What follows belongs to an exercise in optimizing a design on an open flow for small area and a short achievable clock period; a production flow would make more cautious choices. The RTL was checked by simulation tests, not by an equivalence proof against the original design. Power and IR drop assume default switching activity.

Setup of the reference run:
## reorder_buffer_mc
module reorder_buffer_mc #(
    parameter int unsigned DEPTH    = 16,
    parameter int unsigned IDX_W    = 4,
    parameter int unsigned DATA_W   = 32,
    parameter int unsigned COMMIT_W = 2,
    parameter int unsigned CDB_N    = 2
) (
    input  logic                         clk,
    input  logic                         rst,
    input  logic                         flush,
    input  logic                         alloc_valid,
    input  logic [4:0]                   alloc_rd,
    output logic                         alloc_ready,
    output logic [IDX_W-1:0]             alloc_tag,
    input  logic [CDB_N-1:0]             cdb_valid,
    input  logic [CDB_N*IDX_W-1:0]       cdb_tag,
    input  logic [CDB_N*DATA_W-1:0]      cdb_data,
    output logic [COMMIT_W-1:0]          commit_valid,
    output logic [COMMIT_W*5-1:0]        commit_rd,
    output logic [COMMIT_W*DATA_W-1:0]   commit_data,
    output logic [IDX_W-1:0]             rob_head,
    output logic [IDX_W:0]               count,
    output logic                         empty,
    output logic                         full
);
    localparam int unsigned HALF = DEPTH / 2;
    localparam int unsigned EW   = DATA_W + 6;    
    logic              done_q [DEPTH];
    logic [4:0]        rd_q   [DEPTH];
    logic [DATA_W-1:0] data_q [DEPTH];
    logic [IDX_W-1:0]  head_q, tail_q;
    logic [IDX_W:0]    count_q;
    logic              ne_q, ge2_q;
    logic              alloc_fire;
    logic [1:0]        ncommit;
    assign alloc_ready = !flush && !count_q[IDX_W];
    assign alloc_fire  = alloc_valid && alloc_ready;
    assign alloc_tag   = tail_q;
    assign rob_head    = head_q;
    assign count       = count_q;
    assign empty       = !ne_q;
    assign full        = count_q[IDX_W];
    localparam int unsigned NCP = 2;
    localparam int unsigned GRP = (EW + NCP - 1) / NCP;
  ...
Size in the first run: roughly 660 flip-flops, about 180 I/O pins.
export LEC_CHECK = 0
export CAP_MARGIN = 20
export CELL_PAD_IN_SITES_DETAIL_PLACEMENT = 1
export CELL_PAD_IN_SITES_GLOBAL_PLACEMENT = 1
export CORE_MARGIN = 2
export CORE_UTILIZATION = 50
export CTS_BUF_LIST = sky130_fd_sc_hd__clkbuf_8
export CTS_CLUSTER_DIAMETER = 60
export CTS_CLUSTER_SIZE = 16
export PLACE_DENSITY = 0.65
export SETUP_SLACK_MARGIN = 2.8
export SLEW_MARGIN = 20
export SYNTH_HIERARCHICAL = 1
create_clock -name core_clock -period 6.0 [get_ports {clk}]
standard.sh (not shown) runs the stock make flow with config.mk's settings and CLKGATE_MAP_FILE= SYNTH_SCRIPT=/design/flow/synth_recipe.tcl, a recipe that flattens the netlist after the stock synthesis.
==> flow/flow/run.sh <==
#!/bin/bash
# Standard layout, with the port buffers made from plain buffers instead of the default
# delay-cell buffers; every port still gets its own buffer.
set -euo pipefail
export BUFFER_PORTS_ARGS="-buffer_cell sky130_fd_sc_hd__buf_2"
bash standard.sh > standard.log 2>&1
The flow did not stop early for the reference run: all stages ran, and the layout cleared the timing, design-rule and antenna checks.
### the reference run -> the trial run
- CTS_BUF_LIST: sky130_fd_sc_hd__clkbuf_8 -> unset
- CTS_CLUSTER_SIZE: 16 -> 24
- CTS_CLUSTER_DIAMETER: 60 -> 80
Findings:
The trial run: done, clean on timing, DRC and antenna. Per the comparison of the trial run with the reference run, switching part of the total power decreased 1.8 points; die height was more or less identical. Cmp the trial run vs the reference run: amount of wire on met3 after detailed routing lower in the trial run. In the trial run the shortest period the worst path allows turned out 0.085 ns lower than in the reference run. On the trial run: register-to-register setup slack is 0.04 ns lower than what the reference run gave. Total power: the trial run above the reference run. Compared with the reference run, in the trial run maximum VDD drop rose about 40%, final max-slew violation count stayed essentially flat, total global-route track usage moved down. | clock network latency to the later pin of the worst-skew pair | higher: the reference run |.


The RTL this note starts from:
==> flow/design.v <==
module reorder_buffer_mc #(
    parameter int unsigned DEPTH    = 16,
    parameter int unsigned IDX_W    = 4,
    parameter int unsigned DATA_W   = 32,
    parameter int unsigned COMMIT_W = 2,
    parameter int unsigned CDB_N    = 2
) (
    input  logic                         clk,
    input  logic                         rst,
    input  logic                         flush,
    input  logic                         alloc_valid,
    input  logic [4:0]                   alloc_rd,
    output logic                         alloc_ready,
    output logic [IDX_W-1:0]             alloc_tag,
    input  logic [CDB_N-1:0]             cdb_valid,
    input  logic [CDB_N*IDX_W-1:0]       cdb_tag,
    input  logic [CDB_N*DATA_W-1:0]      cdb_data,
    output logic [COMMIT_W-1:0]          commit_valid,
    output logic [COMMIT_W*5-1:0]        commit_rd,
    output logic [COMMIT_W*DATA_W-1:0]   commit_data,
    output logic [IDX_W-1:0]             rob_head,
    output logic [IDX_W:0]               count,
    output logic                         empty,
    output logic                         full
);
    localparam int unsigned HALF = DEPTH / 2;
    localparam int unsigned EW   = DATA_W + 6;    
    logic              done_q [DEPTH];
    logic [4:0]        rd_q   [DEPTH];
    logic [DATA_W-1:0] data_q [DEPTH];
    logic [IDX_W-1:0]  head_q, tail_q;
    logic [IDX_W:0]    count_q;
    logic              alloc_fire;
    logic [1:0]        ncommit;
    assign alloc_ready = !flush && !count_q[IDX_W];
    assign alloc_fire  = alloc_valid && alloc_ready;
    assign alloc_tag   = tail_q;
    assign rob_head    = head_q;
    assign count       = count_q;
    assign empty       = (count_q == '0);
    assign full        = count_q[IDX_W];
    logic [HALF-1:0]  osel_q [2], esel_q [2];
    logic [EW-1:0]    p0, p1;
    logic             rot_o, rot_e;
    assign rot_o = ncommit[1] || (ncommit[0] && head_q[0]);
    assign rot_e = ncommit[1] || (ncommit[0] && !head_q[0]);
    for (genvar c = 0; c < 2; c++) begin : g_sel
        always_ff @(posedge clk) begin
            if (rst || flush) begin
                osel_q[c] <= HALF'(1);
                esel_q[c] <= HALF'(1);
            end else begin
                if (rot_o) osel_q[c] <= {osel_q[c][HALF-2:0], osel_q[c][HALF-1]};
                if (rot_e) esel_q[c] <= {esel_q[c][HALF-2:0], esel_q[c][HALF-1]};
            end
        end
    end
    for (genvar b = 0; b < EW; b++) begin : g_rd
        logic [HALF-1:0] ob, eb;
        for (genvar j = 0; j < HALF; j++) begin : g_col
            assign ob[j] = (b == EW-1) ? done_q[2*j+1] : (b >= DATA_W) ? rd_q[2*j+1][b-DATA_W] : data_q[2*j+1][b];
            assign eb[j] = (b == EW-1) ? done_q[2*j]   : (b >= DATA_W) ? rd_q[2*j][b-DATA_W]   : data_q[2*j][b];
        end
        rob_rdbit u_rd (.osel(osel_q[b / (EW / 2 + 1)]), .esel(esel_q[b / (EW / 2 + 1)]), .ob(ob), .eb(eb), .swap(head_q[0]), .p0(p0[b]), .p1(p1[b]));
    end
    assign commit_valid[0]   = !flush && p0[EW-1] && !empty;
    assign commit_valid[1]   = !flush && p0[EW-1] && p1[EW-1] && (count_q[IDX_W:1] != '0);
    assign commit_rd         = {p1[DATA_W +: 5], p0[DATA_W +: 5]};
    assign commit_data       = {p1[DATA_W-1:0], p0[DATA_W-1:0]};
    assign ncommit           = {commit_valid[1], commit_valid[0] && !commit_valid[1]};
    always_ff @(posedge clk) begin
        if (rst || flush) begin
            head_q  <= '0;
            tail_q  <= '0;
            count_q <= '0;
        end else begin
            head_q  <= head_q + IDX_W'(ncommit);
            tail_q  <= tail_q + IDX_W'(alloc_fire);
            count_q <= count_q + (IDX_W+1)'(alloc_fire) - (IDX_W+1)'(ncommit);
        end
    end
    for (genvar e = 0; e < DEPTH; e++) begin : g_ent
        logic hit0, hit1, w0, wr, at_tail, retire;
        assign hit0    = cdb_valid[0] && (cdb_tag[0 +: IDX_W] == IDX_W'(e));
        assign hit1    = cdb_valid[1] && (cdb_tag[IDX_W +: IDX_W] == IDX_W'(e));
        assign w0      = hit0 && !hit1;    
        assign wr      = hit0 || hit1;
        assign at_tail = alloc_fire && (tail_q == IDX_W'(e));
        if (e % 2 == 0) begin : g_even
            assign retire = esel_q[1][e/2] && (head_q[0] ? commit_valid[1] : commit_valid[0]);
        end else begin : g_odd
            assign retire = osel_q[1][e/2] && (head_q[0] ? commit_valid[0] : commit_valid[1]);
        end
        always_ff @(posedge clk) begin
            if (rst || flush) begin
                done_q[e] <= 1'b0;
            end else begin
                if (retire || at_tail) begin
                    done_q[e] <= 1'b0;
                end else if (wr) begin
                    done_q[e] <= 1'b1;
                end
            end
        end
        logic hold;
        assign hold = !wr;
        always_ff @(posedge clk) begin
            if (at_tail) rd_q[e] <= alloc_rd;
        end
        for (genvar b = 0; b < DATA_W; b++) begin : g_bit
            logic nxt;
            rob_wrbit u_wr (.w0(w0), .d0(cdb_data[b]), .w1(hit1), .d1(cdb_data[DATA_W+b]),
                            .hold(hold), .q(data_q[e][b]), .d(nxt));
            always_ff @(posedge clk) data_q[e][b] <= nxt;
        end
    end
endmodule
module rob_wrbit (
    input  logic w0, d0, w1, d1, hold, q,
    output logic d
);
    assign d = (w0 & d0) | (w1 & d1) | (hold & q);
endmodule
module rob_rdbit (
    input  logic [7:0] osel, esel, ob, eb,
    input  logic       swap,
    output logic       p0, p1
);
    logic o, e;
    rob_or8 u_o (.sel(osel), .x(ob), .y(o));
    rob_or8 u_e (.sel(esel), .x(eb), .y(e));
    assign p0 = swap ? o : e;
    assign p1 = swap ? e : o;
endmodule
module rob_or8 (
    input  logic [7:0] sel, x,
    output logic       y
);
    logic n0, n1, n2;
    rob_aoi222 u_0 (.a(sel[2:0]), .b(x[2:0]), .y(n0));
    rob_aoi222 u_1 (.a(sel[5:3]), .b(x[5:3]), .y(n1));
    assign n2 = !((sel[6] & x[6]) | (sel[7] & x[7]));
    assign y  = !(n0 & n1 & n2);
endmodule
module rob_aoi222 (
    input  logic [2:0] a, b,
    output logic       y
);
    assign y = !((a[0] & b[0]) | (a[1] & b[1]) | (a[2] & b[2]));
endmodule
Settings: LEC_CHECK=0, CAP_MARGIN=20, CORE_MARGIN=2, CORE_UTILIZATION=50, CTS_CLUSTER_DIAMETER=80, CTS_CLUSTER_SIZE=24, PLACE_DENSITY=0.65, SETUP_SLACK_MARGIN=3.0, SLEW_MARGIN=20, SYNTH_HIERARCHICAL=1; clock period 6.0 ns.
run.sh (not shown) runs the stock make flow with config.mk's settings and CLKGATE_MAP_FILE= SYNTH_SCRIPT=/design/flow/synth_recipe.tcl, a recipe that flattens the netlist after the stock synthesis.
Stock flow here: none of the scripts above is used.
The baseline completed with no timing, DRC or antenna violations.
Edit:
==> flow/flow/run.sh (new file) <==
#!/bin/bash
# Standard layout, with the port buffers made from plain buffers instead of the default
# delay-cell buffers; every port still gets its own buffer.
set -euo pipefail
export BUFFER_PORTS_ARGS="-buffer_cell sky130_fd_sc_hd__buf_2"
bash standard.sh > standard.log 2>&1
==> flow/standard.sh (new file) <==
#!/bin/bash
# synth_recipe.tcl (not shown) runs the flow's synth.tcl, then flattens the netlist and writes it again
# the make line also repeats each setting of config.mk as NAME=value (left out here)
make -C /OpenROAD-flow-scripts/flow DESIGN_CONFIG=/design/flow/config.mk WORK_HOME=/design/flow/orfs CLKGATE_MAP_FILE= SYNTH_SCRIPT=/design/flow/synth_recipe.tcl "${@:-finish}"
removed: flow/run.sh
What happened: The new run finished with timing, DRC and antenna clean; synthesized area stays the same; routed wire length shrinks by 3.7%; cell count drops by 2.5%; via count is lower by 2.7%; die area stays the same; global-route usage came out lower by 1.8 points; fmax is higher by 1.5%; worst hold slack gets better by 4.1 ps.

## port drivers added, routing unchanged
Ports are ideal in the flow. The routed layouts listed here were re-timed in OpenROAD.
Step 1, drivers: a clkbuf_16 drives clk and a buf_2 each remaining input, both assumed.
Step 2, shift: input delay + t, output delay - t, t = (earliest + latest rising clock arrival at the registers) / 2. This alone moves slack from input paths to output paths.
Slacks: no drivers / after step 1 / after step 2; pairs: no drivers / after step 1.
run	shift t [ns]	setup WS [ns]	worst setup path after step 2	worst data-port slew with drivers (ns)
the reference run	0.785	2.678 / 2.617 / 1.848	input to register	0.12
the trial run	0.647	2.763 / 2.698 / 2.220	input to register	0.12
the first run of note 2	0.657	2.227 / 2.169 / 2.342	input to register	0.10
the second run of note 2	0.640	2.282 / 2.221 / 2.392	input to register	0.09
After both steps every run listed still meets setup and hold. The setup slack of the reference run, which loses most, moves by -0.061 ns with the drivers and by -0.830 ns with both steps.
